This design comes from an exercise in tuning for small area and a short achievable clock period on the open sky130 flow, not from production work.
Where RTL was checked, it was by simulation tests only, not by an equivalence proof against the original.
Function not checked in runs 4 to 6: the RTL went through the layout flow alone.
Power figures rest on the tool's default switching activity, not on a simulated workload.

## design/flow/flow/run.sh

```bash
#!/bin/bash
# Standard ORFS layout; repair aims for a tighter setup target than the clock.
bash standard.sh SETUP_SLACK_MARGIN=7.0 finish > standard.log 2>&1
```

## design/flow/standard.sh

```bash
#!/bin/bash
# synth_recipe.tcl (not shown) runs the flow's synth.tcl, then flattens the netlist and writes it again
# the make line also repeats each setting of config.mk as NAME=value (left out here)
make -C /OpenROAD-flow-scripts/flow DESIGN_CONFIG=/design/flow/config.mk WORK_HOME=/design/flow/orfs CLKGATE_MAP_FILE= SYNTH_SCRIPT=/design/flow/synth_recipe.tcl "${@:-finish}"
```

## design/flow/config.mk

```make
export PLATFORM = sky130hd
export DESIGN_NAME = integral_image_engine
export DESIGN_NICKNAME = integral_image_engine
export VERILOG_FILES = /design/flow/design.v
export SDC_FILE = /design/flow/constraint.sdc
export NUM_CORES = 4
export LEC_CHECK = 0
export ABC_CLOCK_PERIOD_IN_PS = 3000
export CAP_MARGIN = 20
export CORE_MARGIN = 2
export CORE_UTILIZATION = 65
export CTS_CLUSTER_DIAMETER = 80
export CTS_CLUSTER_SIZE = 30
export SLEW_MARGIN = 20
```

## design/flow/constraint.sdc

```tcl
create_clock -name core_clock -period 10.0 [get_ports {clk}]
set_input_delay 2.0000 -clock core_clock [delete_from_list [all_inputs] [get_ports {clk}]]
set_output_delay 2.0000 -clock core_clock [all_outputs]
set_load 0.01 [all_outputs]
```

## design/flow/design.v

```verilog
module integral_image_engine #(
    parameter int IMG_W  = 160,
    parameter int IMG_H  = 120,
    parameter int PIX_W  = 4,
    parameter int SUM_W  = 20,
    parameter int ADDR_W = 15
) (
    input  logic              clk,
    input  logic              rst_n,
    input  logic              frame_start,
    input  logic              pix_valid,
    input  logic [PIX_W-1:0]  pix_data,
    input  logic [1:0]        mode,
    input  logic              arm,
    output logic              wr_en,
    output logic [ADDR_W-1:0] wr_addr,
    output logic [SUM_W-1:0]  wr_data,
    output logic              frame_done,
    output logic              busy,
    output logic              overflow
);
    localparam int XW = (IMG_W > 1) ? $clog2(IMG_W) : 1;
    localparam int YW = $clog2(IMG_H + 1);
    localparam int CW0 = $clog2(IMG_H * ((1 << PIX_W) - 1) + 1);
    localparam int CW  = (CW0 < SUM_W) ? CW0 : SUM_W;
    localparam int HW  = SUM_W - PIX_W;    
    localparam int CHW = CW - PIX_W;
    localparam logic [XW-1:0] X_LAST = XW'(IMG_W - 1);
    localparam logic [YW-1:0] Y_LAST = YW'(IMG_H - 1);
    function automatic logic [SUM_W-1:0] pp_add(input logic [SUM_W-1:0] a,
                                                input logic [SUM_W-1:0] b);
        logic [SUM_W-1:0] g, p;
        g = a & b;
        p = a ^ b;
        for (int d = 1; d < SUM_W; d = d * 2) begin
            g = g | (p & (g << d));
            p = p & ((p << d) | SUM_W'((1 << d) - 1));
        end
        pp_add = a ^ b ^ (g << 1);
    endfunction
    function automatic logic [SUM_W-1:0] pp_inc(input logic [SUM_W-1:0] a);
        logic [SUM_W-1:0] c;
        c = a;
        for (int d = 1; d < SUM_W; d = d * 2) begin
            c = c & ((c << d) | SUM_W'((1 << d) - 1));
        end
        pp_inc = a ^ ((c << 1) | SUM_W'(1));
    endfunction
    localparam logic [1:0] MODE_CONT   = 2'b00;
    localparam logic [1:0] MODE_SINGLE = 2'b01;
    logic [XW-1:0]     x;
    logic [YW-1:0]     y;
    logic              in_frame;
    logic              capture;
    logic              armed;
    logic              x_zero;      
    logic              y_zero;      
    logic [IMG_W*CW-1:0] sr;
    logic [CW-1:0]       tail;
    logic                pend;
    logic [CW-1:0]       above;
    logic [CW-1:0]       head_next;
    logic              decision;
    logic              cap_now;
    logic              accept;
    logic              x_first, y_first, x_last, y_last;
    logic              last_pix;
    logic              in_frame_next;
    logic [ADDR_W-1:0] cur_addr;
    logic [SUM_W-1:0]  base;       
    logic [PIX_W:0]    lo_sum;
    logic [SUM_W-1:0]  acc;        
    logic [SUM_W-1:0]  base16;     
    logic [SUM_W-1:0]  ii;
    logic [PIX_W:0]    col_lo;
    logic [CHW-1:0]    above_hi_inc;
    logic [CW-1:0]     col_new;
    assign head_next = pend ? sr[3*CW-1:2*CW] : sr[2*CW-1:CW];
    logic [ADDR_W-1:0] addr_inc;
    logic [XW-1:0]     x_inc;
    logic [YW-1:0]     y_inc;
    assign addr_inc     = ADDR_W'(pp_inc(SUM_W'(wr_addr)));
    assign x_inc        = XW'(pp_inc(SUM_W'(x)));
    assign y_inc        = YW'(pp_inc(SUM_W'(y)));
    assign acc          = x_zero ? '0 : wr_data;
    assign base         = pp_add(acc, SUM_W'(above));
    assign base16       = pp_add(acc ^ SUM_W'(above) ^ SUM_W'(1 << PIX_W),
                                 ((acc & SUM_W'(above)) |
                                  ((acc | SUM_W'(above)) & SUM_W'(1 << PIX_W))) << 1);
    assign above_hi_inc = CHW'(pp_inc(SUM_W'(above[CW-1:PIX_W])));
    always_comb begin
        decision = 1'b0;
        case (mode)
            MODE_CONT:   decision = 1'b1;
            MODE_SINGLE: decision = armed | arm;
            default:     decision = 1'b0;
        endcase
        cap_now = frame_start ? decision : capture;
        accept  = pix_valid & (frame_start | in_frame);
        x_first  = x_zero;
        y_first  = y_zero;
        x_last   = (x == X_LAST);
        y_last   = (y == Y_LAST);
        last_pix = ~frame_start & x_last & y_last;
        if (accept) in_frame_next = ~last_pix;
        else        in_frame_next = frame_start | in_frame;
        cur_addr = (frame_start | (x_first & y_first)) ? '0 : addr_inc;
        lo_sum      = {1'b0, base[PIX_W-1:0]} + {1'b0, pix_data};
        if (frame_start)
            ii = SUM_W'(pix_data);
        else
            ii = {(lo_sum[PIX_W] ? base16[SUM_W-1:PIX_W] : base[SUM_W-1:PIX_W]), lo_sum[PIX_W-1:0]};
        col_lo       = {1'b0, above[PIX_W-1:0]} + {1'b0, pix_data};
        if (frame_start)
            col_new = CW'(pix_data);
        else
            col_new = {col_lo[PIX_W] ? above_hi_inc : above[CW-1:PIX_W], col_lo[PIX_W-1:0]};
    end
    always_ff @(posedge clk) begin
        if (pend) begin
            sr <= {tail, sr[IMG_W*CW-1:CW]};
        end
        if (accept) begin
            tail <= col_new;
        end
        if (frame_start) begin
            above <= '0;
        end else if (accept) begin
            above <= (y_first & ~x_last) ? '0 : head_next;
        end
    end
    always_ff @(posedge clk or negedge rst_n) begin
        if (!rst_n) begin
            x          <= '0;
            y          <= '0;
            x_zero     <= 1'b1;
            y_zero     <= 1'b1;
            in_frame   <= 1'b0;
            pend       <= 1'b0;
            capture    <= 1'b0;
            armed      <= 1'b0;
            wr_en      <= 1'b0;
            wr_addr    <= '0;
            wr_data    <= '0;
            frame_done <= 1'b0;
            busy       <= 1'b0;
            overflow   <= 1'b0;
        end else begin
            if (accept) begin
                if (frame_start) begin
                    x      <= (IMG_W > 1) ? XW'(1) : '0;
                    y      <= (IMG_W > 1) ? '0 : YW'(1);
                    x_zero <= (IMG_W == 1);
                    y_zero <= (IMG_W > 1);
                end else if (x_last) begin
                    x      <= '0;
                    y      <= y_inc;
                    x_zero <= 1'b1;
                    y_zero <= 1'b0;
                end else begin
                    x      <= x_inc;
                    x_zero <= 1'b0;
                end
                wr_addr <= cur_addr;
                wr_data <= ii;
            end else if (frame_start) begin
                x      <= '0;
                y      <= '0;
                x_zero <= 1'b1;
                y_zero <= 1'b1;
            end
            in_frame   <= in_frame_next;
            pend       <= accept;
            capture    <= cap_now;
            wr_en      <= accept & cap_now;
            frame_done <= accept & cap_now & last_pix;
            busy       <= cap_now & in_frame_next;
            if (frame_start) begin
                overflow <= 1'b0;
            end else if (pix_valid && !in_frame) begin
                overflow <= 1'b1;
            end
            if (frame_start && (mode == MODE_SINGLE)) begin
                armed <= 1'b0;
            end else if (arm) begin
                armed <= 1'b1;
            end
        end
    end
endmodule
```

==> results of run 1 <==
## metrics by stage
stage                     total power, mW  utilization  cell area [sq um]  std cells  setup WS, ns
final                               12.86       0.7193              63470       3736         6.714
after global routing                13.34       0.7193              63470       3736         6.682
after CTS                           13.02       0.7158              63160       3724         6.717
after detailed placement            9.470       0.6788              59900       3540         4.698
after global placement              9.453       0.6788              59900       3540         4.919
after floorplan                     9.457            -              57830       2330        -2.793
## worst reg2reg max path, cell delays in order (launching register included)
cell	delay, ns
dfstp_4	0.69
nor2b_4	0.06
ha_4	0.16
fa_2	0.33
a31o_4	0.24
xor2_4	0.16
ha_4	0.24
a21oi_4	0.12
and2_4	0.18
nor2_2	0.04
nand2_1	0.10
o21bai_4	0.14
nand2_4	0.10
or4_4	0.53
nand3_2	0.08
## final cells by class
type                            count  area, sq um  share of cell area
Clock buffer                       86         1897             0.02989
Clock inverter                     12        183.9            0.002898
Inverter                           27        117.6            0.001853
Multi-Input combinational cell    452         3618             0.05701
Sequential cell                  1831        54600              0.8602
Tap cell                         1165         1458             0.02297
Timing Repair Buffer              161         1588             0.02502
Timing Repair inverter              2        10.01           0.0001577
## flip-flops by register name, indices dropped and copies added (netlist names)
signal	flops
sr	1749
wr_data	20
wr_addr	15
above	11
tail	11
x	8
y	7
armed	1
busy	1
capture	1
frame_done	1
in_frame	1
overflow	1
pend	1
wr_en	1
x_zero	1
y_zero	1
## cell usage in the layout, fill, tap and decap left out, drive strengths merged, types with 5 or more instances in the layout
cell type | Yosys | final
a21o | 6 | 6
buf | 4 | 153
xnor2 | 17 | 17
nor3 | 6 | 6
edfxtp | 1760 | 1760
mux2i | 16 | 16
dfxtp | 11 | 11
and2 | 6 | 6
ha | 33 | 33
clkbuf | 16 | 89
a21oi | 27 | 27
inv | 26 | 31
nand2b | 6 | 6
nor2b | 15 | 15
dfrtp | 58 | 58
nor4 | 5 | 5
nor2 | 48 | 48
fa | 10 | 10
and3 | 10 | 10
nand2 | 75 | 75
nand3 | 19 | 19
clkinv | 1 | 9
o22ai | 6 | 6
xor2 | 27 | 27
o21ai | 52 | 52
nand4 | 12 | 12
## cells by family after synthesis
group / share of synthesized area
buffers and inverters: 0.003115
adders and majority gates: 0.01077
xor gates and xnor gates: 0.007183
AOI/OAI and AO/OA: 0.01315
DFF: 0.9437
and+or+nand+nor: 0.01889
muxes: 0.003159
## power groups by stage
stage | sequential [mW] | clock, mW | combinational (mW)
after floorplan | 9.36 | 0 | 0.0949
after global placement | 9.17 | 0 | 0.283
after detailed placement | 9.17 | 0 | 0.296
after CTS | 9.02 | 3.61 | 0.390
after global routing | 9.05 | 3.85 | 0.441
final | 9.01 | 3.45 | 0.402
## repair_timing
action,CTS,global route
hold buffers,0,0
setup buffers,82,11
gates resized for setup,343,51
pin swaps,38,29
endpoints found under the setup margin,242,569
cloned,4,1
## per-layer routing
metal  share of wire  GRT usage
met5         0.00022          0
met4           0.016    0.03831
met3           0.044    0.03225
met2            0.42     0.2131
met1            0.52     0.2734
## worst paths after layout
path,endpoint,slack [ns],startpoint
min in group asynchronous,wr_addr[7]$_DFFE_PN0P_,1.53,rst_n
hold / removal,sr[32]$_DFFE_PP_,0.41,sr[43]$_DFFE_PP_
setup / recovery,wr_data[16]$_DFFE_PN0P_,6.71,pix_data[0]
max in group asynchronous,pend$_DFF_PN0_,7.86,rst_n
hold reg to reg,sr[32]$_DFFE_PP_,0.41,sr[43]$_DFFE_PP_
setup reg to reg,wr_data[16]$_DFFE_PN0P_,6.78,x_zero$_DFFE_PN1P_
==> implementation parameters, run 1 <==
Parameter                              Value

Floorplanning
  Count of pins on the block boundary ... 50
  Horiz. Die Dim ... between 300 and 400 um
  Height of the chip ... around 300 um
  Placement row count ... around 110
  Initial standard-cell utilization of the core ... 0.6554
  Overall die area ... about 0.09 sq mm
  Floorplan Core Area ... slightly below 0.09 sq mm

Finish
  Fraction of layout instances using a drive strength above 1 ... 0.1404
  Ant. Diodes ... 0
  Final nets ... approximately 2600
  Synthesis-to-layout area growth ... 9.751%
  Number of filler instances in the final layout ... 4972

Timing
  Final critical-path required period ... about 3.3 ns
  Hold slack ... 0.4089 ns
  RSZ-0062 raised after global routing ... yes
  Setup clock skew after layout ... ~0.024 ns
  Number of endpoints failing setup at the final stage ... 0
  Tightest Pin Transition ... ~1.0 ns
  Maximum operating frequency ... roughly 0.30 GHz
  Final period utilization ... 0.3286
  Final number of hold-violating endpoints ... 0
  Normalized max-slew margin ... 0.3096
  Number of max-slew violations in the final report ... 0
  Post-Route Setup TNS ... 0 ns

Synthesis
  EDFF count, synth ... 1760
  Top post-synthesis cells by area ... edfxtp_1 (91%), dfrtp_1 (2.5%), ha_1 (0.71%), nand2_1 (0.48%), o21ai_0 (0.43%)
  Number of distinct standard cells referenced by the synthesized netlist ... 66
  Avg Synthesized Cell Area ... ~25 sq um
  Most used flip-flop cell after synthesis ... edfxtp_1
  Top cell type by total area after synthesis ... edfxtp_1
  Most repeated cell in the gate-level netlist after synthesis ... edfxtp_1
  Fraction of post-synthesis cell area in the top cell type by area ... 0.9139
  Top cell types by occurrence after synthesis ... edfxtp_1 (1760), nand2_1 (74), dfrtp_1 (58)
  Net Count, Synth ... 2384
  Sequential element share of the synthesized area ... 0.9437
  Number of register bits inferred by synthesis ... about 1800
  Instance count of the mapped netlist ... ~2300
  Share of synthesized flip-flops with an asynchronous set or reset ... 0.03277
  Netlist area before placement ... roughly 0.058 sq mm
  Warnings, synthesis ... 1

Global route
  GRT Total Usage ... 0.1589
  Number of antenna violations at the first check in global routing ... 2
  Global-route wire length before repair ... between 100000 and 150000 um
  Via count of the first global-routing pass ... 19820
  Maximum number of pins on one net before global-route repair ... approximately 220
  Overall overflow remaining after global route ... 0

Pwr
  Portion of total power attributed to combinational logic ... 0.031
  Switching Share ... 0.1906
  Cell Int Power ... about 10 mW
  Clock group share of total power ... 0.268
  Leakage power total ... approximately 22 nW
  Switching power total ... ~2.5 mW
  Sequential Power Share ... 0.700
  Maximum resistive drop on vdd ... 0.1715 mV
  PwrDens ... roughly 200 mW/mm^2

Clocking
  Depth of the CTS H-tree ... 3
  Number of clock buffers inserted by TritonCTS ... 73
  CTS sink count ... 1831
  Maximum buffer depth of the clock tree ... 3
  Root Buffer ... clkbuf_16
  Reg clk slew, reported paths ... around 0.10 ns
  TritonCTS clock tree ... built
  Clk Latency, worst-skew pair ... roughly 0.64 ns

Drt
  Via density ... roughly 5.6
  DRC Markers ... 0
  Antenna viol nets, final ... 0
  Routed wire length ... 73370 um
  Total via count after detailed routing ... around 21000
  Number of DRC violations after detailed-routing iteration 0 ... between 2000 and 2500
  Drt pass-1 iters ... 5
  WL/cell ... between 15 and 20 um

Setup path
  Logic depth of the worst register-to-register path ... 14
  Setup crit start kind ... primary input
  Delay of the slowest cell on the worst path ... 0.53 ns
  Arrival time of the worst setup path ... roughly 3.9 ns
  Cell with the biggest individual delay on the critical path ... or4_4
  Logic depth of the worst setup path including buffers ... 11
  Worst-path cell chain ... buf_8 -> ha_4 -> fa_2 -> nand3_2 -> and2_4 -> nor2_2 -> nand2_1 -> o21bai_4 -> nand2_4 -> or4_4 -> nand3_2
  CP Max Fanout ... 6
  Cell type group with the largest total delay on the critical path ... simple AND/OR/NAND/NOR gates
  Setup CP Type ... in2reg
  Cell mode on critical path ... nand3_2
  Type of destination of the critical path ... flip-flop
  Worst EP required ... between 10 and 15 ns
  Crit path buf inv count ... 1

Placement
  Final GP Congestion ... approximately 0.77
  Post-DP HPWL ... between 30000 and 40000 um
  Count of buffers inserted at the top-level ports ... just under 50

Status
  Result of the run ... timing/DRC/antenna clean

Min path
  Number of stages on the worst hold path ... 0
  Type of the worst min-delay path ... reg2reg

Job
  Max_cap viols ... 0
==> run 2, diff against run 1 <==
--- a/design/flow/config.mk
+++ b/design/flow/config.mk
@@ -8,7 +8,7 @@
 export ABC_CLOCK_PERIOD_IN_PS = 3000
 export CAP_MARGIN = 20
 export CORE_MARGIN = 2
-export CORE_UTILIZATION = 65
+export CORE_UTILIZATION = 55
 export CTS_CLUSTER_DIAMETER = 80
 export CTS_CLUSTER_SIZE = 30
 export SLEW_MARGIN = 20
==> run 2 against run 1 <==
  * Final cell count rose by 5.6%
  * Synthesized cell count stayed put
  * Largest power group unchanged
  * Clock-buffer cell count fell by 7
  * Register-to-register slack worse by 0.06 ns
  * Non-clock buffer count rose by 6
  * Clock power about the same
  * Sequential cell count is the same
  * Combinational power hardly changed
==> implementation parameters, run 2 <==
Parameter                              Value

Setup path
  Worst-path cell chain ... buf_12 -> ha_4 -> fa_2 -> nand3_2 -> and2_4 -> buf_6 -> nor2_4 -> nand2_2 -> o21bai_4 -> nand2_4 -> or4_4 -> nand3_2
  CP Max Fanout ... 6
  Setup CP Type ... in2reg
  Cell mode on critical path ... nand3_2
  Worst EP required ... around 11 ns
  Setup crit start kind ... primary input
  Cell with the biggest individual delay on the critical path ... or4_4
  Type of destination of the critical path ... flip-flop
  Delay of the slowest cell on the worst path ... 0.52 ns
  Arrival time of the worst setup path ... 3.91 ns

Finish
  Registers with the most flip-flops ... sr x1749, wr_data x20, wr_addr x15
  Number of flip-flops under the largest register name ... approximately 1700
  Non-filler instance count after layout ... slightly below 4000
  Fraction of layout instances using a drive strength above 1 ... 0.1326
  Util after Layout ... 0.6114
  Most flop-heavy register ... sr
  Final nets ... between 2000 and 3000
  Most common library cell in the layout ignoring fill and taps ... edfxtp_1
  Number of filler instances in the final layout ... 7084
  Ant. Diodes ... 0
  Synthesis-to-layout area growth ... 9.890%
  Top library cells by usage in the layout, fill and taps aside ... edfxtp_1 (1760), buf_4 (83), clkbuf_16 (74)

Synthesis
  Top post-synthesis cells by area ... edfxtp_1 (91%), dfrtp_1 (2.5%), ha_1 (0.71%), nand2_1 (0.48%), o21ai_0 (0.43%)
  Number of distinct standard cells referenced by the synthesized netlist ... 66
  Avg Synthesized Cell Area ... between 20 and 25 sq um
  EDFF count, synth ... roughly 1800
  Net Count, Synth ... 2384
  Most used flip-flop cell after synthesis ... edfxtp_1
  Most repeated cell in the gate-level netlist after synthesis ... edfxtp_1
  Sequential element share of the synthesized area ... 0.9437
  Top cell type by total area after synthesis ... edfxtp_1
  Number of register bits inferred by synthesis ... 1831
  Netlist area before placement ... just under 0.06 sq mm
  Fraction of post-synthesis cell area in the top cell type by area ... 0.9139
  Instance count of the mapped netlist ... approximately 2300
  Warnings, synthesis ... 1
  Top cell types by occurrence after synthesis ... edfxtp_1 (1760), nand2_1 (74), dfrtp_1 (58)
  Share of synthesized flip-flops with an asynchronous set or reset ... 0.03277

Floorplanning
  Initial standard-cell utilization of the core ... 0.5564
  Height of the chip ... ~330 um
  Floorplan Core Area ... 0.1039 sq mm
  Horiz. Die Dim ... around 330 um
  Placement row count ... 118
  Count of pins on the block boundary ... 50
  Overall die area ... between 0.1 and 0.15 sq mm

Clocking
  TritonCTS clock tree ... built
  Clk Latency, worst-skew pair ... 0.67 ns
  Maximum buffer depth of the clock tree ... 3
  CTS sink count ... 1831
  Depth of the CTS H-tree ... 3
  Reg clk slew, reported paths ... around 0.1 ns
  Number of clock buffers inserted by TritonCTS ... 72
  Root Buffer ... clkbuf_16
  Hold-fix buffers at CTS ... 0

Timing
  Normalized max-slew margin ... 0.3679
  Tightest Pin Transition ... between 0.9 and 1 ns
  Setup clock skew after layout ... about 0.016 ns
  Hold slack ... 0.4167 ns
  Maximum operating frequency ... a little over 0.3 GHz
  Number of endpoints failing setup at the final stage ... 0
  Final period utilization ... 0.3316
  RSZ-0062 raised after global routing ... yes
  Final critical-path required period ... 3.316 ns
  Number of max-slew violations in the final report ... 0
  Final number of hold-violating endpoints ... 0

Drt
  Antenna viol nets, final ... 0
  WL/cell ... between 15 and 20 um
  Total via count after detailed routing ... about 21000
  Number of DRC violations after detailed-routing iteration 0 ... roughly 2100
  DRC Markers ... 0
  Via density ... around 5.3
  Routed wire length ... ~73000 um
  Drt pass-1 iters ... 5

Pwr
  Maximum resistive drop on vdd ... approximately 0.18 mV
  Leakage power total ... roughly 21 nW
  PwrDens ... between 200 and 250 mW/mm^2

Global route
  GRT Total Usage ... 0.1344
  Number of antenna violations at the first check in global routing ... 1
  Via count of the first global-routing pass ... 20087
  Global-route wire length before repair ... 114400 um
  Maximum number of pins on one net before global-route repair ... ~180
  Overall overflow remaining after global route ... 0

Placement
  Final GP Congestion ... ~0.77
  Count of buffers inserted at the top-level ports ... between 40 and 50
  Post-DP HPWL ... around 34000 um
  Placed Instances ... ~3800

Status
  Result of the run ... timing/DRC/antenna clean

Min path
  Type of the worst min-delay path ... reg2reg

Job
  Max_cap viols ... 0
[run 2: cell type report]
cell class,instances,area (sq um),share of cell area
flip-flops and latches,1831,54590,0.8591
multi-input cells,452,3526,0.05548
clock buffers,79,1871,0.02943
well taps,1380,1727,0.02717
repair buffers,167,1600,0.02518
clock inverters,8,125.1,0.001969
inverters,27,107.6,0.001693
[run 2: cell families after synthesis]
kind of cell	synth area share
AO/OA/AOI/OAI	0.01315
multiplexers	0.003159
flip-flops	0.9437
AND/OR/NAND/NOR	0.01889
XOR/XNOR	0.007183
adder cells (fa/ha/maj)	0.01077
buffers and inverters	0.003115
[run 2: stage by stage]
stage          power (mW)  instance area [sq um]  setup WS [ns]  setup TNS (ns)
4_1_cts             13.04                  63220          6.679               0
2_1_floorplan       9.457                  57830         -2.793        -4450.68
6_report            12.84                  63550          6.684               0
3_3_place_gp        9.463                  60190          5.243               0
5_1_grt             13.34                  63550          6.617               0
3_5_place_dp        9.474                  60190          5.122               0
[run 2: path summary, 6_finish.rpt]
path	from	to	slack, ns	cells after the start
setup / recovery	pix_data[0]	wr_data[16]$_DFFE_PN0P_	6.68	12
hold / removal	sr[1360]$_DFFE_PP_	sr[1349]$_DFFE_PP_	0.42	0
setup reg to reg	x_zero$_DFFE_PN1P_	wr_data[16]$_DFFE_PN0P_	6.72	15
hold reg to reg	sr[1360]$_DFFE_PP_	sr[1349]$_DFFE_PP_	0.42	0
max in group asynchronous	rst_n	pend$_DFF_PN0_	7.86	2
min in group asynchronous	rst_n	wr_addr[14]$_DFFE_PN0P_	1.52	2
[run 2: per-layer routing]
metal  up-vias  GRT usage  share of wire
li1       9525          -              -
met1     11035     0.2260           0.53
met2       287     0.1824           0.42
met3       105    0.02237          0.031
met4         0    0.03981          0.024
met5         -          0              0
[run 2: worst max-delay path, delay by kind of cell]
family                   cells  cell delay [ns]
AO/OA/AOI/OAI                1             0.13
adder cells (fa/ha/maj)      2             0.51
buffers and inverters        2             0.23
AND/OR/NAND/NOR              7             1.03
[run 2: repair_timing]
| action | in CTS | in global routing |
|---|---|---|
| resized for setup | 310 | 46 |
| buffers inserted | 73 | 20 |
| gates cloned | 3 | 0 |
| endpoints found under the setup margin | 125 | 437 |
| pin swaps | 29 | 25 |
[run 2: power by group]
group | internal, mW | switching (mW) | leakage, nW
Clock | 1.40 | 2.04 | 0.976
Sequential | 8.87 | 0.132 | 18.1
Combinational | 0.143 | 0.258 | 2.41
==> run 3, diff against run 2 <==
==> design/flow/flow/run.sh (replaced) <==
#!/bin/bash
# Standard ORFS layout; repair aims for a tighter setup target than the clock.
bash standard.sh SETUP_SLACK_MARGIN=6.6 finish > standard.log 2>&1
==> run 3 against run 2 <==
  * Sequential cell count did not move
  * Wire length fell by 1.3%
  * Core utilization fell by 0.54 points
  * Synthesized cell count did not move
  * Worst hold slack improved by 0.00085 ns
  * Global-route usage fell by 0.20 points
  * Power fell by 0.39%
  * Fmax fell by 3.1%
  * Critical path type unchanged
  * Critical endpoint unchanged
  * Highest routed layer unchanged
==> implementation parameters, run 3 <==
Parameter                              Value

Clocking
  CTS sink count ... roughly 1800
  Root Buffer ... clkbuf_16
  Clk Latency, worst-skew pair ... 0.67 ns
  TritonCTS clock tree ... built
  Reg clk slew, reported paths ... roughly 0.10 ns
  Number of clock buffers inserted by TritonCTS ... a little over 70
  Depth of the CTS H-tree ... 3
  Maximum buffer depth of the clock tree ... 3

Pwr
  PwrDens ... slightly above 200 mW/mm^2
  Maximum resistive drop on vdd ... around 0.18 mV
  Leakage power total ... 21.24 nW

Synthesis
  Share of synthesized flip-flops with an asynchronous set or reset ... 0.03277
  Netlist area before placement ... between 0.05 and 0.06 sq mm
  Net Count, Synth ... 2384
  Number of distinct standard cells referenced by the synthesized netlist ... 66
  Top post-synthesis cells by area ... edfxtp_1 (91%), dfrtp_1 (2.5%), ha_1 (0.71%), nand2_1 (0.48%), o21ai_0 (0.43%)
  Top cell types by occurrence after synthesis ... edfxtp_1 (1760), nand2_1 (74), dfrtp_1 (58)
  Fraction of post-synthesis cell area in the top cell type by area ... 0.9139
  Sequential element share of the synthesized area ... 0.9437
  Instance count of the mapped netlist ... roughly 2300
  Avg Synthesized Cell Area ... ~25 sq um
  Most repeated cell in the gate-level netlist after synthesis ... edfxtp_1
  Top cell type by total area after synthesis ... edfxtp_1
  Number of register bits inferred by synthesis ... 1831
  Most used flip-flop cell after synthesis ... edfxtp_1
  Warnings, synthesis ... 1
  EDFF count, synth ... between 1500 and 2000

Placement
  Placement-stage worst setup slack ... approximately 5 ns
  Placed inst area ... 0.06019 sq mm
  Final GP Congestion ... 0.7698
  Count of buffers inserted at the top-level ports ... a little under 50
  Post-DP HPWL ... around 34000 um

Setup path
  Setup CP Type ... in2reg
  Worst EP required ... between 10 and 15 ns
  Arrival time of the worst setup path ... 4.01 ns
  CP Max Fanout ... 6
  Type of destination of the critical path ... flip-flop
  Setup crit start kind ... primary input

Status
  Result of the run ... timing/DRC/antenna clean

Timing
  Normalized max-slew margin ... 0.3051
  Setup slack of the critical path after layout ... ~6.6 ns
  Number of max-slew violations in the final report ... 0
  Final period utilization ... 0.3422
  Final number of hold-violating endpoints ... 0
  Setup clock skew after layout ... about 0.016 ns
  RSZ-0062 raised after global routing ... yes
  Tightest Pin Transition ... ~1.0 ns
  Maximum operating frequency ... about 0.29 GHz
  Post-Route Setup TNS ... 0 ns
  Final critical-path required period ... between 3 and 4 ns
  Hold slack ... between 0.4 and 0.5 ns
  Number of endpoints failing setup at the final stage ... 0

Finish
  Most common library cell in the layout ignoring fill and taps ... edfxtp_1
  Fin area ... around 0.063 sq mm
  Fraction of layout instances using a drive strength above 1 ... 0.09368
  Top library cells by usage in the layout, fill and taps aside ... edfxtp_1 (1760), clkbuf_16 (74), nand2_1 (71)
  Most flop-heavy register ... sr
  Final nets ... between 2000 and 3000
  Synthesis-to-layout area growth ... 8.918%
  Number of flip-flops under the largest register name ... about 1700
  Registers with the most flip-flops ... sr x1749, wr_data x20, wr_addr x15
  Ant. Diodes ... 0

Floorplanning
  Initial standard-cell utilization of the core ... 0.5564
  Count of pins on the block boundary ... 50
  Floorplan Core Area ... 0.1039 sq mm
  Placement row count ... 118
  Overall die area ... 0.1078 sq mm
  Height of the chip ... ~330 um
  Horiz. Die Dim ... around 330 um

Drt
  Via density ... 5.292
  DRC Markers ... 0
  Routed wire length ... 72350 um
  Number of DRC violations after detailed-routing iteration 0 ... ~2000
  Drt pass-1 iters ... 4
  Antenna viol nets, final ... 0
  WL/cell ... approximately 19 um
  Total via count after detailed routing ... around 21000

Job
  Max_cap viols ... 0

Global route
  Via count of the first global-routing pass ... ~20000
  Global-route wire length before repair ... 112800 um
  Met1 track utilization from global routing ... 0.2226
  Fraction of met2 tracks used by global routing ... 0.1789
  Number of antenna violations at the first check in global routing ... 0
  GRT Total Usage ... 0.1324
  Maximum number of pins on one net before global-route repair ... ~180
  Overall overflow remaining after global route ... 0
  Global-route met3 utilization ... 0.02243
  Busiest grt layer ... met1

Min path
  Type of the worst min-delay path ... reg2reg
==> run 3: changes by cell type in the layout (fill, tap and decap cells not counted), moves of 5 or more <==
| cell | delta |
|---|---|
| o21ai_0 | +6 |
| buf_4 | -15 |
| dlygate4sd2_1 | +14 |
| clkdlybuf4s15_1 | +21 |
| buf_2 | -15 |
| o21ai_1 | -5 |
| buf_6 | -36 |
==> run 3: routing by layer <==
metal / wire length (um) / share of wire
met2: 30100 / 0.42
met3: 1963 / 0.027
met5: 0 / 0
met1: 38580 / 0.53
met4: 1705 / 0.024
==> run 3: path summary, 6_finish.rpt <==
| kind | startpoint | end | slack [ns] | cells past startpoint |
|---|---|---|---|---|
| max | pix_data[3] | wr_data[16]$_DFFE_PN0P_ | 6.58 | 11 |
| min | sr[1360]$_DFFE_PP_ | sr[1349]$_DFFE_PP_ | 0.42 | 0 |
| max reg2reg | x_zero$_DFFE_PN1P_ | wr_data[16]$_DFFE_PN0P_ | 6.62 | 16 |
| min reg2reg | sr[1360]$_DFFE_PP_ | sr[1349]$_DFFE_PP_ | 0.42 | 0 |
| max in group asynchronous | rst_n | pend$_DFF_PN0_ | 7.87 | 2 |
| min in group asynchronous | rst_n | wr_addr[11]$_DFFE_PN0P_ | 1.51 | 2 |
==> run 3: timing repair <==
item	in CTS	in global routing
setup buffers	50	11
endpoints found under the hold margin	0	0
gates cloned	1	0
pin swaps	11	9
hold buffers	0	0
resized for setup	131	33
setup endpoints to repair	95	38
==> run 3: power by group <==
group	leakage [nW]	internal, mW	total [mW]	switching (mW)
registers	18.1	8.87	9.00	0.131
logic	2.18	0.108	0.354	0.246
clock network	0.976	1.40	3.44	2.04
total	21.2	10.4	12.8	2.42
==> run 3: cell families after synthesis <==
| group | share of synthesized area |
|---|---|
| DFF | 0.9437 |
| and+or+nand+nor | 0.01889 |
| AOI/OAI and AO/OA | 0.01315 |
| buffers and inverters | 0.003115 |
| xor gates and xnor gates | 0.007183 |
| adders and majority gates | 0.01077 |
| muxes | 0.003159 |
==> run 3: cell type report <==
class	instances	area, sq um
Clock buffer	79	1871
Clock inverter	8	125.1
Fill cell	7157	40950
Inverter	27	105.1
Multi-Input combinational cell	452	3337
Sequential cell	1831	54590
Tap cell	1380	1727
Timing Repair Buffer	133	1231
==> run 3: through the flow <==
| step | total power, mW | cells | util |
|---|---|---|---|
| after floorplan | 9.457 | 2330 | - |
| after global placement | 9.463 | 3761 | 0.5790 |
| after detailed placement | 9.474 | 3761 | 0.5790 |
| after CTS | 12.99 | 3899 | 0.6040 |
| after global routing | 13.29 | 3910 | 0.6060 |
| final | 12.79 | 3910 | 0.6060 |
==> run 3: worst max-delay path, stage by stage <==
cell	delay (ns)
dlygate4sd2_1	0.36
ha_4	0.27
a21oi_4	0.15
and2_4	0.15
buf_6	0.12
nor2_4	0.03
nand2_2	0.08
o21bai_4	0.13
nand2_4	0.10
or4_1	0.54
nand3_1	0.08
==> run 4, diff against run 3 <==
--- a/design/flow/design.v
+++ b/design/flow/design.v
@@ -53,8 +53,8 @@
     logic              in_frame;
     logic              capture;
     logic              armed;
-    logic              x_zero;      
-    logic              y_zero;      
+    logic              x_nz;        
+    logic              y_nz;        
     logic [IMG_W*CW-1:0] sr;
     logic [CW-1:0]       tail;
     logic                pend;
@@ -82,7 +82,7 @@
     assign addr_inc     = ADDR_W'(pp_inc(SUM_W'(wr_addr)));
     assign x_inc        = XW'(pp_inc(SUM_W'(x)));
     assign y_inc        = YW'(pp_inc(SUM_W'(y)));
-    assign acc          = x_zero ? '0 : wr_data;
+    assign acc          = ~x_nz ? '0 : wr_data;
     assign base         = pp_add(acc, SUM_W'(above));
     assign base16       = pp_add(acc ^ SUM_W'(above) ^ SUM_W'(1 << PIX_W),
                                  ((acc & SUM_W'(above)) |
@@ -97,8 +97,8 @@
         endcase
         cap_now = frame_start ? decision : capture;
         accept  = pix_valid & (frame_start | in_frame);
-        x_first  = x_zero;
-        y_first  = y_zero;
+        x_first  = ~x_nz;
+        y_first  = ~y_nz;
         x_last   = (x == X_LAST);
         y_last   = (y == Y_LAST);
         last_pix = ~frame_start & x_last & y_last;
@@ -133,8 +133,8 @@
         if (!rst_n) begin
             x          <= '0;
             y          <= '0;
-            x_zero     <= 1'b1;
-            y_zero     <= 1'b1;
+            x_nz       <= 1'b0;
+            y_nz       <= 1'b0;
             in_frame   <= 1'b0;
             pend       <= 1'b0;
             capture    <= 1'b0;
@@ -150,24 +150,24 @@
                 if (frame_start) begin
                     x      <= (IMG_W > 1) ? XW'(1) : '0;
                     y      <= (IMG_W > 1) ? '0 : YW'(1);
-                    x_zero <= (IMG_W == 1);
-                    y_zero <= (IMG_W > 1);
+                    x_nz   <= (IMG_W > 1);
+                    y_nz   <= (IMG_W == 1);
                 end else if (x_last) begin
                     x      <= '0;
                     y      <= y_inc;
-                    x_zero <= 1'b1;
-                    y_zero <= 1'b0;
+                    x_nz   <= 1'b0;
+                    y_nz   <= 1'b1;
                 end else begin
                     x      <= x_inc;
-                    x_zero <= 1'b0;
+                    x_nz   <= 1'b1;
                 end
                 wr_addr <= cur_addr;
                 wr_data <= ii;
             end else if (frame_start) begin
                 x      <= '0;
                 y      <= '0;
-                x_zero <= 1'b1;
-                y_zero <= 1'b1;
+                x_nz   <= 1'b0;
+                y_nz   <= 1'b0;
             end
             in_frame   <= in_frame_next;
             pend       <= accept;
==> design/flow/flow/run.sh (replaced) <==
#!/bin/bash
# Standard ORFS layout; repair aims for a tighter setup target than the clock.
bash standard.sh SETUP_SLACK_MARGIN=7.0 MATCH_CELL_FOOTPRINT=0 finish > standard.log 2>&1
--- a/design/flow/config.mk
+++ b/design/flow/config.mk
@@ -8,7 +8,7 @@
 export ABC_CLOCK_PERIOD_IN_PS = 3000
 export CAP_MARGIN = 20
 export CORE_MARGIN = 2
-export CORE_UTILIZATION = 55
+export CORE_UTILIZATION = 65
 export CTS_CLUSTER_DIAMETER = 80
 export CTS_CLUSTER_SIZE = 30
 export SLEW_MARGIN = 20
==> run 4 against run 3 <==
  * Still clean
  * Critical path depth shrank 2
  * Sequential share of layout area down 0.52 points
  * Synthesized cell count up 0.73%
  * Register-to-register slack better by 0.03 ns
  * Clock-buffer cell count grew 16
==> implementation parameters, run 4 <==
Parameter                              Value

Status
  Result of the run ... timing/DRC/antenna clean

Finish
  Top library cells by usage in the layout, fill and taps aside ... edfxtp_1 (1760), clkbuf_16 (80), buf_4 (73)
  Most common library cell in the layout ignoring fill and taps ... edfxtp_1
  Number of flip-flops under the largest register name ... between 1500 and 2000
  Fraction of layout instances using a drive strength above 1 ... 0.1246
  Synthesis-to-layout area growth ... 9.092%
  Final nets ... between 2000 and 3000
  Ant. Diodes ... 0
  Non-filler instance count after layout ... roughly 3700
  Most flop-heavy register ... sr
  Registers with the most flip-flops ... sr x1749, wr_data x20, wr_addr x15

Global route
  Global-route wire length before repair ... between 100000 and 150000 um
  Via count of the first global-routing pass ... 19639
  Maximum number of pins on one net before global-route repair ... about 230
  Overall overflow remaining after global route ... 0
  Number of antenna violations at the first check in global routing ... 0
  GRT Total Usage ... 0.1536

Floorplanning
  Placement row count ... roughly 110
  Horiz. Die Dim ... ~300 um
  Height of the chip ... between 300 and 400 um
  Count of pins on the block boundary ... 50
  Overall die area ... just over 0.09 sq mm
  Initial standard-cell utilization of the core ... 0.6563
  Floorplan Core Area ... ~0.089 sq mm

Synthesis
  Most repeated cell in the gate-level netlist after synthesis ... edfxtp_1
  Share of synthesized flip-flops with an asynchronous set or reset ... 0.03277
  Top cell type by total area after synthesis ... edfxtp_1
  Warnings, synthesis ... 1
  Net Count, Synth ... approximately 2400
  Most used flip-flop cell after synthesis ... edfxtp_1
  Fraction of post-synthesis cell area in the top cell type by area ... 0.9099
  EDFF count, synth ... ~1800
  Avg Synthesized Cell Area ... approximately 25 sq um
  Number of distinct standard cells referenced by the synthesized netlist ... between 80 and 90
  Top cell types by occurrence after synthesis ... edfxtp_1 (1760), nand2_1 (66), dfrtp_1 (60)
  Top post-synthesis cells by area ... edfxtp_1 (91%), dfrtp_1 (2.6%), ha_1 (0.71%), o21ai_0 (0.45%), nand2_1 (0.43%)
  Netlist area before placement ... just under 0.06 sq mm
  Sequential element share of the synthesized area ... 0.9395
  Number of register bits inferred by synthesis ... 1831
  Instance count of the mapped netlist ... 2347

Drt
  Total via count after detailed routing ... about 21000
  Routed wire length ... around 72000 um
  Drt pass-1 iters ... 5
  Via density ... approximately 5.6
  Number of DRC violations after detailed-routing iteration 0 ... approximately 2200
  DRC Markers ... 0
  Antenna viol nets, final ... 0
  WL/cell ... approximately 19 um

Clocking
  Number of clock buffers inserted by TritonCTS ... 72
  Maximum buffer depth of the clock tree ... 3
  Reg clk slew, reported paths ... around 0.11 ns
  Hold-fix buffers at CTS ... 0
  Clk Latency, worst-skew pair ... about 0.66 ns
  CTS sink count ... ~1800
  TritonCTS clock tree ... built
  Depth of the CTS H-tree ... 3
  Root Buffer ... clkbuf_16

Setup path
  Setup CP Type ... in2reg
  Arrival time of the worst setup path ... around 4.1 ns
  R2R Path End ... wr_data[18]$_DFFE_PN0P_
  Setup crit start kind ... primary input
  Launch point of the worst reg-to-reg path ... x_nz$_DFFE_PN0P_
  CP Max Fanout ... 8
  Register-to-register setup slack ... about 6.7 ns
  Type of destination of the critical path ... flip-flop
  Logic depth of the worst register-to-register path ... 12
  Worst EP required ... 10.56 ns

Timing
  Final number of hold-violating endpoints ... 0
  Hold slack ... ~0.41 ns
  Maximum operating frequency ... 0.2834 GHz
  Number of max-slew violations in the final report ... 0
  RSZ-0062 raised after global routing ... yes
  Normalized max-slew margin ... 0.3385
  Tightest Pin Transition ... between 0.9 and 1 ns
  Setup slack of the critical path after layout ... around 6.5 ns
  Number of endpoints failing setup at the final stage ... 0
  Setup clock skew after layout ... roughly 0.043 ns
  Final period utilization ... 0.3528
  Final critical-path required period ... between 3 and 4 ns

Placement
  Placement-stage worst setup slack ... 4.985 ns
  Count of buffers inserted at the top-level ports ... 49
  Final GP Congestion ... 0.7945
  Post-DP HPWL ... ~33000 um
  Placed Instances ... around 3600

Job
  Max_cap viols ... 0

Pwr
  Pwr Total ... between 10 and 15 mW
  PwrDens ... 202.0 mW/mm^2
  Clock group share of total power ... 0.270
  Cell Int Power ... roughly 10 mW
  Switching Share ... 0.1886
  Switching power total ... approximately 2.4 mW
  Sequential Power Share ... 0.703
  Leakage power total ... roughly 22 nW
  Maximum resistive drop on vdd ... 0.1541 mV
  Portion of total power attributed to combinational logic ... 0.028

Min path
  Source of the worst hold timing path ... sr[450]$_DFFE_PP_
  Number of stages on the worst hold path ... 0
  Type of the worst min-delay path ... reg2reg
  Hold EP ... sr[439]$_DFFE_PP_
## run 4: cell count changes after synthesis, moves of 4 or more
cell	change
nand2_1	-8
nor2_1	+7
nor2b_1	-7
and2_1	+5
a21oi_1	+4
a22o_1	+4
nand3_1	-4
## run 4: worst max-delay path by stage
stage	startpoint	to	slack, ns	cells past startpoint
finish	pix_data[0]	wr_data[18]$_DFFE_PN0P_	6.47	9
global route	pix_data[0]	wr_data[18]$_DFFE_PN0P_	6.49	9
CTS	pix_data[0]	wr_data[18]$_DFFE_PN0P_	6.52	9
detailed placement	pix_data[0]	wr_data[12]$_DFFE_PN0P_	4.99	10
global placement	pix_data[0]	wr_data[12]$_DFFE_PN0P_	5.09	10
floorplan	pend$_DFF_PN0_	above[0]$_SDFFE_PP0P_	-2.79	3
## run 4: timing repair
| item | 4_1_cts | 5_1_grt |
|---|---|---|
| gates cloned | 2 | 4 |
| endpoints found under the setup margin | 675 | 896 |
| buffers inserted | 56 | 27 |
| gates resized for setup | 184 | 69 |
| pin swaps | 32 | 24 |
## run 4: power groups by stage
| stage | logic, mW | registers (mW) | clock network (mW) |
|---|---|---|---|
| floorplan | 0.0875 | 9.35 | 0 |
| global placement | 0.265 | 9.16 | 0 |
| detailed placement | 0.278 | 9.16 | 0 |
| CTS | 0.319 | 9.01 | 3.61 |
| global route | 0.387 | 9.04 | 3.85 |
| finish | 0.353 | 9.00 | 3.45 |
## run 4: worst max-delay path: stages
cell     delay (ns)
buf_8          0.10
ha_4           0.15
fa_2           0.35
a21o_1         0.20
a21o_4         0.23
a311o_2        0.31
o211a_4        0.27
a32o_1         0.27
a31o_1         0.20
## run 4: layer usage
metal | GRT usage | vias up | wire length, um
met5 | 0 | - | 0
met4 | 0.03612 | 0 | 1349
met3 | 0.02828 | 87 | 2917
met2 | 0.2025 | 353 | 29540
met1 | 0.2699 | 10850 | 37980
li1 | - | 9608 | -
## run 4: cell families after synthesis
logic type	after synthesis	synth area share
AND/OR/NAND/NOR	213	0.01852
flip-flops	1831	0.9395
XOR/XNOR	44	0.006871
buffers and inverters	48	0.004007
adder cells (fa/ha/maj)	43	0.01055
AO/OA/AOI/OAI	148	0.01706
multiplexers	20	0.003489
## run 4: metrics by stage
step	setup TNS [ns]	cell area (sq um)	utilization
3_3_place_gp	0	60090	0.6789
4_1_cts	0	62780	0.7093
6_report	0	63370	0.7159
2_1_floorplan	-4450.68	58090	-
3_5_place_dp	0	60090	0.6789
5_1_grt	0	63370	0.7159
## run 4: cell type report
cell class,instances,area [sq um]
Sequential cell,1831,54590
Inverter,24,93.84
Timing Repair Buffer,157,1578
Multi-Input combinational cell,468,3567
Clock inverter,9,150.1
Tap cell,1165,1458
Fill cell,5030,25140
Clock buffer,95,1931
==> run 5, diff against run 4 <==
--- a/design/flow/design.v
+++ b/design/flow/design.v
@@ -53,8 +53,8 @@
     logic              in_frame;
     logic              capture;
     logic              armed;
-    logic              x_nz;        
-    logic              y_nz;        
+    logic              x_zero;      
+    logic              y_zero;      
     logic [IMG_W*CW-1:0] sr;
     logic [CW-1:0]       tail;
     logic                pend;
@@ -68,11 +68,9 @@
     logic              in_frame_next;
     logic [ADDR_W-1:0] cur_addr;
     logic [SUM_W-1:0]  base;       
-    logic [PIX_W:0]    lo_sum;
     logic [SUM_W-1:0]  acc;        
     logic [SUM_W-1:0]  base16;     
     logic [SUM_W-1:0]  ii;
-    logic [PIX_W:0]    col_lo;
     logic [CHW-1:0]    above_hi_inc;
     logic [CW-1:0]     col_new;
     assign head_next = pend ? sr[3*CW-1:2*CW] : sr[2*CW-1:CW];
@@ -82,12 +80,18 @@
     assign addr_inc     = ADDR_W'(pp_inc(SUM_W'(wr_addr)));
     assign x_inc        = XW'(pp_inc(SUM_W'(x)));
     assign y_inc        = YW'(pp_inc(SUM_W'(y)));
-    assign acc          = ~x_nz ? '0 : wr_data;
+    assign acc          = x_zero ? '0 : wr_data;
     assign base         = pp_add(acc, SUM_W'(above));
     assign base16       = pp_add(acc ^ SUM_W'(above) ^ SUM_W'(1 << PIX_W),
                                  ((acc & SUM_W'(above)) |
                                   ((acc | SUM_W'(above)) & SUM_W'(1 << PIX_W))) << 1);
     assign above_hi_inc = CHW'(pp_inc(SUM_W'(above[CW-1:PIX_W])));
+    integral_image_pix_add #(.W(SUM_W), .PIX_W(PIX_W)) u_ii_add (
+        .pix(pix_data), .restart(frame_start), .lo(base[PIX_W-1:0]),
+        .hi(base[SUM_W-1:PIX_W]), .hi_inc(base16[SUM_W-1:PIX_W]), .sum(ii));
+    integral_image_pix_add #(.W(CW), .PIX_W(PIX_W)) u_col_add (
+        .pix(pix_data), .restart(frame_start), .lo(above[PIX_W-1:0]),
+        .hi(above[CW-1:PIX_W]), .hi_inc(above_hi_inc), .sum(col_new));
     always_comb begin
         decision = 1'b0;
         case (mode)
@@ -97,24 +101,14 @@
         endcase
         cap_now = frame_start ? decision : capture;
         accept  = pix_valid & (frame_start | in_frame);
-        x_first  = ~x_nz;
-        y_first  = ~y_nz;
+        x_first  = x_zero;
+        y_first  = y_zero;
         x_last   = (x == X_LAST);
         y_last   = (y == Y_LAST);
         last_pix = ~frame_start & x_last & y_last;
         if (accept) in_frame_next = ~last_pix;
         else        in_frame_next = frame_start | in_frame;
         cur_addr = (frame_start | (x_first & y_first)) ? '0 : addr_inc;
-        lo_sum      = {1'b0, base[PIX_W-1:0]} + {1'b0, pix_data};
-        if (frame_start)
-            ii = SUM_W'(pix_data);
-        else
-            ii = {(lo_sum[PIX_W] ? base16[SUM_W-1:PIX_W] : base[SUM_W-1:PIX_W]), lo_sum[PIX_W-1:0]};
-        col_lo       = {1'b0, above[PIX_W-1:0]} + {1'b0, pix_data};
-        if (frame_start)
-            col_new = CW'(pix_data);
-        else
-            col_new = {col_lo[PIX_W] ? above_hi_inc : above[CW-1:PIX_W], col_lo[PIX_W-1:0]};
     end
     always_ff @(posedge clk) begin
         if (pend) begin
@@ -133,8 +127,8 @@
         if (!rst_n) begin
             x          <= '0;
             y          <= '0;
-            x_nz       <= 1'b0;
-            y_nz       <= 1'b0;
+            x_zero     <= 1'b1;
+            y_zero     <= 1'b1;
             in_frame   <= 1'b0;
             pend       <= 1'b0;
             capture    <= 1'b0;
@@ -150,24 +144,24 @@
                 if (frame_start) begin
                     x      <= (IMG_W > 1) ? XW'(1) : '0;
                     y      <= (IMG_W > 1) ? '0 : YW'(1);
-                    x_nz   <= (IMG_W > 1);
-                    y_nz   <= (IMG_W == 1);
+                    x_zero <= (IMG_W == 1);
+                    y_zero <= (IMG_W > 1);
                 end else if (x_last) begin
                     x      <= '0;
                     y      <= y_inc;
-                    x_nz   <= 1'b0;
-                    y_nz   <= 1'b1;
+                    x_zero <= 1'b1;
+                    y_zero <= 1'b0;
                 end else begin
                     x      <= x_inc;
-                    x_nz   <= 1'b1;
+                    x_zero <= 1'b0;
                 end
                 wr_addr <= cur_addr;
                 wr_data <= ii;
             end else if (frame_start) begin
                 x      <= '0;
                 y      <= '0;
-                x_nz   <= 1'b0;
-                y_nz   <= 1'b0;
+                x_zero <= 1'b1;
+                y_zero <= 1'b1;
             end
             in_frame   <= in_frame_next;
             pend       <= accept;
@@ -188,3 +182,34 @@
         end
     end
 endmodule
+module integral_image_pix_add #(
+    parameter int W     = 20,
+    parameter int PIX_W = 4
+) (
+    input  logic [PIX_W-1:0] pix,
+    input  logic             restart,
+    input  logic [PIX_W-1:0] lo,
+    input  logic [W-PIX_W-1:0] hi,
+    input  logic [W-PIX_W-1:0] hi_inc,
+    output logic [W-1:0]     sum
+);
+    logic [PIX_W-1:0] g, t;
+    logic [PIX_W:0]   c;
+    logic             term;
+    always_comb begin
+        g = lo & pix;
+        t = lo ^ pix;
+        c = '0;
+        for (int i = 1; i <= PIX_W; i++) begin
+            for (int j = 0; j < i; j++) begin
+                term = g[j];
+                for (int k = j + 1; k < i; k++) term = term & t[k];
+                c[i] = c[i] | term;
+            end
+        end
+        if (restart)
+            sum = W'(pix);
+        else
+            sum = {c[PIX_W] ? hi_inc : hi, t ^ c[PIX_W-1:0]};
+    end
+endmodule
--- a/design/flow/config.mk
+++ b/design/flow/config.mk
@@ -12,3 +12,5 @@
 export CTS_CLUSTER_DIAMETER = 80
 export CTS_CLUSTER_SIZE = 30
 export SLEW_MARGIN = 20
+export SYNTH_HIERARCHICAL = 1
+export SYNTH_MINIMUM_KEEP_SIZE = 0
==> run 5 against run 4 <==
  * Die area grew 0.89%
  * Largest power group unchanged
  * Cell area grew 0.79%
  * Via count grew 1.5%
  * Worst setup slack gained 0.13 ns
  * Critical path type is now reg2reg
  * Sequential power is essentially flat
  * Power is essentially flat
  * Clock skew shrank 0.0067 ns
  * Clock power grew 2%
  * Wire length grew 0.71%
==> implementation parameters, run 5 <==
Parameter                              Value

Finish
  Non-filler instance count after layout ... between 3000 and 4000
  Registers with the most flip-flops ... sr x1749, wr_data x20, wr_addr x15
  Util after Layout ... 0.7118
  Top library cells by usage in the layout, fill and taps aside ... edfxtp_1 (1760), nand2_1 (113), clkbuf_16 (81)
  Number of flip-flops under the largest register name ... approximately 1700
  Most flop-heavy register ... sr
  Number of filler instances in the final layout ... approximately 5200
  Fraction of layout instances using a drive strength above 1 ... 0.1154
  Most common library cell in the layout ignoring fill and taps ... edfxtp_1
  Ant. Diodes ... 0
  Synthesis-to-layout area growth ... 8.979%
  Final nets ... 2687

Setup path
  Register-to-register setup slack ... between 6 and 7 ns
  Arrival time of the worst setup path ... between 4 and 5 ns
  CP Max Fanout ... 7
  Delay of the slowest cell on the worst path ... approximately 0.74 ns
  Logic depth of the worst register-to-register path ... 14
  Worst-path cell chain ... clkinvlp_4 -> nand2_4 -> inv_2 -> ha_4 -> fa_2 -> o21ai_2 -> a21o_1 -> o21a_1 -> or4_4 -> o311ai_2 -> nand2b_1 -> mux2i_1 -> nand2_1 -> nand2_1
  Cell mode on critical path ... nand2_1
  Type of destination of the critical path ... flip-flop
  Launch point of the worst reg-to-reg path ... x_zero$_DFFE_PN1P_
  Setup CP Type ... reg2reg
  Logic depth of the worst setup path including buffers ... 14
  Setup crit start kind ... flip-flop
  R2R Path End ... wr_data[11]$_DFFE_PN0P_
  Worst EP required ... 10.62 ns
  Cell with the biggest individual delay on the critical path ... dfstp_4
  Cell type group with the largest total delay on the critical path ... simple AND/OR/NAND/NOR gates
  Crit path buf inv count ... 2

Clocking
  Clk Latency, worst-skew pair ... approximately 0.67 ns
  CTS sink count ... 1831
  Root Buffer ... clkbuf_16
  Number of clock buffers inserted by TritonCTS ... 73
  Depth of the CTS H-tree ... 3
  Reg clk slew, reported paths ... around 0.11 ns
  Maximum buffer depth of the clock tree ... 3
  TritonCTS clock tree ... built

Synthesis
  Fraction of post-synthesis cell area in the top cell type by area ... 0.9018
  Number of distinct standard cells referenced by the synthesized netlist ... 66
  Most used flip-flop cell after synthesis ... edfxtp_1
  EDFF count, synth ... roughly 1800
  Avg Synthesized Cell Area ... roughly 24 sq um
  Share of synthesized flip-flops with an asynchronous set or reset ... 0.03277
  Top cell type by total area after synthesis ... edfxtp_1
  Warnings, synthesis ... 9
  Instance count of the mapped netlist ... 2446
  Net Count, Synth ... between 2000 and 2500
  Sequential element share of the synthesized area ... 0.9312
  Top cell types by occurrence after synthesis ... edfxtp_1 (1760), nand2_1 (117), dfrtp_1 (58)
  Most repeated cell in the gate-level netlist after synthesis ... edfxtp_1
  Netlist area before placement ... roughly 0.059 sq mm
  Number of register bits inferred by synthesis ... approximately 1800
  Top post-synthesis cells by area ... edfxtp_1 (90%), dfrtp_1 (2.5%), mux2i_1 (0.77%), nand2_1 (0.75%), ha_1 (0.68%)

Floorplanning
  Initial standard-cell utilization of the core ... 0.6531
  Placement row count ... between 100 and 150
  Overall die area ... slightly above 0.09 sq mm
  Height of the chip ... 304.3 um
  Horiz. Die Dim ... 304.3 um
  Count of pins on the block boundary ... 50
  Floorplan Core Area ... between 0.08 and 0.09 sq mm

Placement
  Post-DP HPWL ... approximately 32000 um
  Placed Instances ... about 3700
  Placement-stage worst setup slack ... between 5 and 6 ns
  Count of buffers inserted at the top-level ports ... just under 50
  Final GP Congestion ... 0.8120

Timing
  Tightest Pin Transition ... around 1.1 ns
  Number of endpoints failing setup at the final stage ... 0
  Final critical-path required period ... about 3.4 ns
  Setup slack of the critical path after layout ... between 6 and 7 ns
  RSZ-0062 raised after global routing ... yes
  Setup clock skew after layout ... roughly 0.037 ns
  Hold slack ... between 0.3 and 0.4 ns
  Maximum operating frequency ... about 0.29 GHz
  Normalized max-slew margin ... 0.2735
  Final number of hold-violating endpoints ... 0
  Final period utilization ... 0.3401
  Number of max-slew violations in the final report ... 0

Global route
  GRT Total Usage ... 0.1540
  Global-route wire length before repair ... about 110000 um
  Number of antenna violations at the first check in global routing ... 0
  Maximum number of pins on one net before global-route repair ... about 220
  Overall overflow remaining after global route ... 0
  Via count of the first global-routing pass ... roughly 20000

Pwr
  Switching power total ... between 2 and 2.5 mW
  Cell Int Power ... 10.40 mW
  Sequential Power Share ... 0.703
  Portion of total power attributed to combinational logic ... 0.023
  Leakage power total ... ~22 nW
  Switching Share ... 0.1876
  Clock group share of total power ... 0.274
  PwrDens ... about 200 mW/mm^2
  Maximum resistive drop on vdd ... ~0.15 mV

Drt
  Antenna viol nets, final ... 0
  Routed wire length ... 72300 um
  DRC Markers ... 0
  Number of DRC violations after detailed-routing iteration 0 ... between 1500 and 2000
  Via density ... about 5.5
  Total via count after detailed routing ... 21221
  Drt pass-1 iters ... 5
  WL/cell ... roughly 19 um

Min path
  Type of the worst min-delay path ... reg2reg
  Hold EP ... sr[892]$_DFFE_PP_
  Number of stages on the worst hold path ... 0
  Source of the worst hold timing path ... sr[903]$_DFFE_PP_

Job
  Max_cap viols ... 0

Status
  Result of the run ... timing/DRC/antenna clean
==> run 5: cell count changes after synthesis, sizes merged, moves of 4 or more <==
cell,before,now
nand4,10,14
a21oi,31,24
and2,13,4
o31ai,1,5
nand2,66,117
a221o,4,0
nand2b,6,53
nor2,55,44
a211oi,1,6
xnor2,17,27
nor2b,7,16
buf,6,10
o21ai,54,46
mux2i,18,45
==> run 5: repair_timing <==
action,CTS,global route
gates cloned,5,0
hold buffers,0,0
pin swaps,20,25
endpoints found under the setup margin,1063,539
setup buffers,57,18
resized for setup,203,42
==> run 5: worst max-delay path by stage <==
stage,end,slack (ns),start
after floorplan,above[0]$_SDFFE_PP0P_,-2.79,pend$_DFF_PN0_
after global placement,x[5]$_DFFE_PN0P_,5.51,pix_valid
after detailed placement,x[3]$_DFFE_PN0P_,5.41,pix_valid
after CTS,wr_data[18]$_DFFE_PN0P_,6.61,x_zero$_DFFE_PN1P_
after global routing,wr_data[11]$_DFFE_PN0P_,6.48,x_zero$_DFFE_PN1P_
final,wr_data[11]$_DFFE_PN0P_,6.60,x_zero$_DFFE_PN1P_
==> run 5: layer usage <==
| metal | part of all wire | track usage |
|---|---|---|
| met4 | 0.028 | 0.04893 |
| met2 | 0.42 | 0.2069 |
| met5 | 0 | 0 |
| met3 | 0.036 | 0.02918 |
| met1 | 0.52 | 0.2602 |
==> run 5: logic make-up (layout without fill, tap and decap cells) <==
logic type      count (synthesis)  count (layout)  synth area share
buf+inv                        53             259          0.003949
flops                        1831            1831            0.9312
xor+xnor                       51              51          0.007750
mux                            48              48          0.008262
simple gates                  297             297           0.02481
compound gates                123             123           0.01381
fa+ha+maj                      43              43           0.01025
==> run 5: layout make-up <==
| type | count | area, sq um | area share |
|---|---|---|---|
| timing repair buffer | 144 | 1464 | 0.02292 |
| sequential | 1831 | 54600 | 0.8548 |
| clock buffer | 82 | 1924 | 0.03013 |
| multi-input combinational | 562 | 4116 | 0.06445 |
| clock inverter | 10 | 203.9 | 0.003193 |
| tap | 1176 | 1471 | 0.02304 |
| inverter | 23 | 93.84 | 0.001469 |
==> run 5: metrics by stage <==
step	instance area (sq um)	setup TNS, ns	power [mW]
after global routing	63870	0	13.27
after CTS	63560	0	12.97
final	63870	0	12.80
after detailed placement	60640	0	9.408
after global placement	60640	0	9.402
after floorplan	58610	-4450.68	9.425
==> run 5: power groups by stage <==
| stage | logic [mW] | clock network [mW] | registers, mW |
|---|---|---|---|
| 2_1_floorplan | 0.0708 | 0 | 9.35 |
| 3_3_place_gp | 0.234 | 0 | 9.17 |
| 3_5_place_dp | 0.246 | 0 | 9.16 |
| 4_1_cts | 0.283 | 3.68 | 9.01 |
| 5_1_grt | 0.322 | 3.91 | 9.04 |
| 6_report | 0.292 | 3.51 | 9.00 |
==> run 5: worst reg2reg max path, cell delays in order (launching register included) <==
cell        delay, ns
dfstp_4          0.74
clkinvlp_4       0.21
nand2_4          0.14
inv_2            0.05
ha_4             0.16
fa_2             0.57
o21ai_2          0.08
a21o_1           0.24
o21a_1           0.22
or4_4            0.51
o311ai_2         0.09
nand2b_1         0.09
mux2i_1          0.13
nand2_1          0.06
nand2_1          0.06
==> run 6, diff against run 5 <==
--- a/design/flow/design.v
+++ b/design/flow/design.v
@@ -68,6 +68,8 @@
     logic              in_frame_next;
     logic [ADDR_W-1:0] cur_addr;
     logic [SUM_W-1:0]  base;       
+    logic [SUM_W-1:0]  acc_q;      
+    logic [ADDR_W-1:0] addr_q;     
     logic [SUM_W-1:0]  acc;        
     logic [SUM_W-1:0]  base16;     
     logic [SUM_W-1:0]  ii;
@@ -77,10 +79,10 @@
     logic [ADDR_W-1:0] addr_inc;
     logic [XW-1:0]     x_inc;
     logic [YW-1:0]     y_inc;
-    assign addr_inc     = ADDR_W'(pp_inc(SUM_W'(wr_addr)));
+    assign addr_inc     = ADDR_W'(pp_inc(SUM_W'(addr_q)));
     assign x_inc        = XW'(pp_inc(SUM_W'(x)));
     assign y_inc        = YW'(pp_inc(SUM_W'(y)));
-    assign acc          = x_zero ? '0 : wr_data;
+    assign acc          = x_zero ? '0 : acc_q;
     assign base         = pp_add(acc, SUM_W'(above));
     assign base16       = pp_add(acc ^ SUM_W'(above) ^ SUM_W'(1 << PIX_W),
                                  ((acc & SUM_W'(above)) |
@@ -115,7 +117,9 @@
             sr <= {tail, sr[IMG_W*CW-1:CW]};
         end
         if (accept) begin
-            tail <= col_new;
+            tail   <= col_new;
+            acc_q  <= ii;
+            addr_q <= cur_addr;
         end
         if (frame_start) begin
             above <= '0;
@@ -155,14 +159,14 @@
                     x      <= x_inc;
                     x_zero <= 1'b0;
                 end
-                wr_addr <= cur_addr;
-                wr_data <= ii;
             end else if (frame_start) begin
                 x      <= '0;
                 y      <= '0;
                 x_zero <= 1'b1;
                 y_zero <= 1'b1;
             end
+            wr_addr    <= cur_addr;
+            wr_data    <= ii;
             in_frame   <= in_frame_next;
             pend       <= accept;
             capture    <= cap_now;
==> run 6 against run 5 <==
  * Wire length is 0.47% higher
  * Sequential cell count is 35 higher
  * Synthesized cell count is 1.1% lower
  * Clock skew shrank 0.0091 ns
  * Sequential share of layout area up 1.2 points
  * Final cell count fell by 1.8%
  * Die area grew 1.5%
  * Register-to-register slack improved by 0.03 ns
  * Clock power about the same
  * Cell area is 0.53% higher
  * Global-route usage about the same
  * Critical path depth fell by 3
  * Critical path type unchanged
==> implementation parameters, run 6 <==
Parameter                              Value

Synthesis
  Fraction of post-synthesis cell area in the top cell type by area ... 0.9064
  Number of register bits inferred by synthesis ... between 1500 and 2000
  Top cell type by total area after synthesis ... edfxtp_1
  Net Count, Synth ... between 2000 and 2500
  Share of synthesized flip-flops with an asynchronous set or reset ... 0.03215
  Top cell types by occurrence after synthesis ... edfxtp_1 (1795), dfrtp_1 (58), nand2b_1 (58)
  Sequential element share of the synthesized area ... 0.9353
  Most used flip-flop cell after synthesis ... edfxtp_1
  Number of distinct standard cells referenced by the synthesized netlist ... between 60 and 70
  Instance count of the mapped netlist ... approximately 2400
  Warnings, synthesis ... 9
  Netlist area before placement ... about 0.059 sq mm

Clocking
  Maximum buffer depth of the clock tree ... 3
  TritonCTS clock tree ... built
  CTS sink count ... approximately 1900
  Hold-fix buffers at CTS ... 0
  Root Buffer ... clkbuf_16
  Clk Latency, worst-skew pair ... 0.66 ns

Global route
  Overall overflow remaining after global route ... 0
  Global-route wire length before repair ... around 110000 um
  Via count of the first global-routing pass ... around 20000
  GRT Total Usage ... 0.1537
  Maximum number of pins on one net before global-route repair ... around 210
  Number of antenna violations at the first check in global routing ... 1

Setup path
  R2R Path End ... acc_q[18]$_DFFE_PP_
  CP Max Fanout ... 5
  Setup CP Type ... reg2reg
  Arrival time of the worst setup path ... a little under 4 ns
  Logic depth of the worst register-to-register path ... 11
  Register-to-register setup slack ... 6.63 ns
  Worst EP required ... 10.49 ns
  Setup crit start kind ... flip-flop

Floorplanning
  Overall die area ... 0.09393 sq mm
  Initial standard-cell utilization of the core ... 0.6587
  Floorplan Core Area ... between 0.09 and 0.1 sq mm
  Placement row count ... 110
  Horiz. Die Dim ... roughly 310 um
  Height of the chip ... 306.5 um
  Count of pins on the block boundary ... 50

Pwr
  Portion of total power attributed to combinational logic ... 0.024
  Switching power total ... between 2 and 2.5 mW
  Cell Int Power ... about 11 mW
  Leakage power total ... about 22 nW
  Switching Share ... 0.1881
  Sequential Power Share ... 0.707
  Maximum resistive drop on vdd ... 0.1958 mV

Timing
  Post-Route Setup TNS ... 0 ns
  RSZ-0062 raised after global routing ... yes
  Tightest Pin Transition ... roughly 1.1 ns
  Final period utilization ... 0.3368
  Maximum operating frequency ... just under 0.3 GHz
  Number of max-slew violations in the final report ... 0
  Setup clock skew after layout ... roughly 0.027 ns
  Number of endpoints failing setup at the final stage ... 0
  Normalized max-slew margin ... 0.2724
  Hold slack ... slightly above 0.4 ns

Min path
  Source of the worst hold timing path ... sr[323]$_DFFE_PP_
  Number of stages on the worst hold path ... 0
  Type of the worst min-delay path ... reg2reg

Finish
  Fin area ... 0.06421 sq mm
  Ant. Diodes ... 0
  Top library cells by usage in the layout, fill and taps aside ... edfxtp_1 (1795), clkbuf_16 (77), nand2b_1 (56)
  Fraction of layout instances using a drive strength above 1 ... 0.09439

Drt
  Antenna viol nets, final ... 0
  WL/cell ... ~19 um
  Routed wire length ... between 70000 and 80000 um
  Number of DRC violations after detailed-routing iteration 0 ... 2208

Placement
  Count of buffers inserted at the top-level ports ... 49
  Post-DP HPWL ... roughly 34000 um
  Final GP Congestion ... 0.7635

Status
  Result of the run ... timing/DRC/antenna clean
[run 6: logic make-up (layout without fill, tap and decap cells)]
logic type,Yosys count,in the layout,share of synthesized area
flip-flops,1866,1866,0.9353
AND/OR/NAND/NOR,243,243,0.02182
AO/OA/AOI/OAI,110,110,0.01264
XOR/XNOR,60,60,0.008836
buffers and inverters,54,219,0.003787
multiplexers,45,45,0.007616
adder cells (fa/ha/maj),42,42,0.009951
[run 6: layer usage]
| metal | track usage | routed length (um) | vias to the layer above |
|---|---|---|---|
| met5 | 0 | 0 | - |
| met4 | 0.04651 | 1803 | 0 |
| met3 | 0.02786 | 2708 | 109 |
| met2 | 0.2028 | 30040 | 313 |
| met1 | 0.2654 | 38100 | 10882 |
| li1 | - | - | 9708 |
[run 6: worst max-delay path, stage by stage (launching register included)]
cell and delay [ns]:
dfstp_4 0.69, nor2b_4 0.06, ha_4 0.16, fa_1 0.53, a211oi_2 0.09, o32a_1 0.40, maj3_2 0.40, or3_1 0.32
o211ai_1 0.14, xnor2_1 0.17, nand2b_1 0.07, mux2i_1 0.17
[run 6: stage by stage]
stage	setup slack, ns	utilization	cells
after floorplan	-2.793	-	2420
after global placement	4.996	0.6811	3633
after detailed placement	4.866	0.6812	3634
after CTS	6.622	0.7085	3752
after global routing	6.514	0.7112	3761
final	6.632	0.7112	3761
[run 6: worst max-delay path by stage]
stage,from,to,depth (start not counted)
detailed placement,frame_start,x[5]$_DFFE_PN0P_,7
finish,x_zero$_DFFE_PN1P_,acc_q[18]$_DFFE_PP_,11
global route,x_zero$_DFFE_PN1P_,acc_q[18]$_DFFE_PP_,12
CTS,wr_data[9]$_DFF_PN0_,wr_data[9],1
global placement,frame_start,x[5]$_DFFE_PN0P_,7
floorplan,pend$_DFF_PN0_,above[0]$_SDFFE_PP0P_,3
[run 6: final cells by class]
class | instances | area (sq um)
clock buffers | 91 | 1958
clock inverters | 8 | 125.1
fillers | 5264 | 26080
inverters | 27 | 113.9
multi-input cells | 500 | 4008
flip-flops and latches | 1866 | 55640
well taps | 1176 | 1471
repair buffers | 92 | 885.9
repair inverters | 1 | 8.758
[run 6: power groups by stage]
stage / sequential [mW] / clock, mW / combinational, mW
2_1_floorplan: 9.55 / 0 / 0.0943
3_3_place_gp: 9.37 / 0 / 0.279
3_5_place_dp: 9.37 / 0 / 0.292
4_1_cts: 9.21 / 3.68 / 0.308
5_1_grt: 9.24 / 3.91 / 0.350
6_report: 9.20 / 3.50 / 0.316
[run 6: timing repair]
| item | in CTS | in global routing |
|---|---|---|
| gates cloned | 1 | 2 |
| endpoints found under the setup margin | 1204 | 586 |
| setup buffers | 18 | 7 |
| pin swaps | 25 | 10 |
| gates resized for setup | 181 | 34 |

Setup slack of run 6, layout unchanged: 6.632 ns with ideal ports, 6.628 ns with driving cells assumed (clock clkbuf_16, inputs buf_2), 6.129 ns with port delays also shifted by the 0.713 ns mid clock arrival.
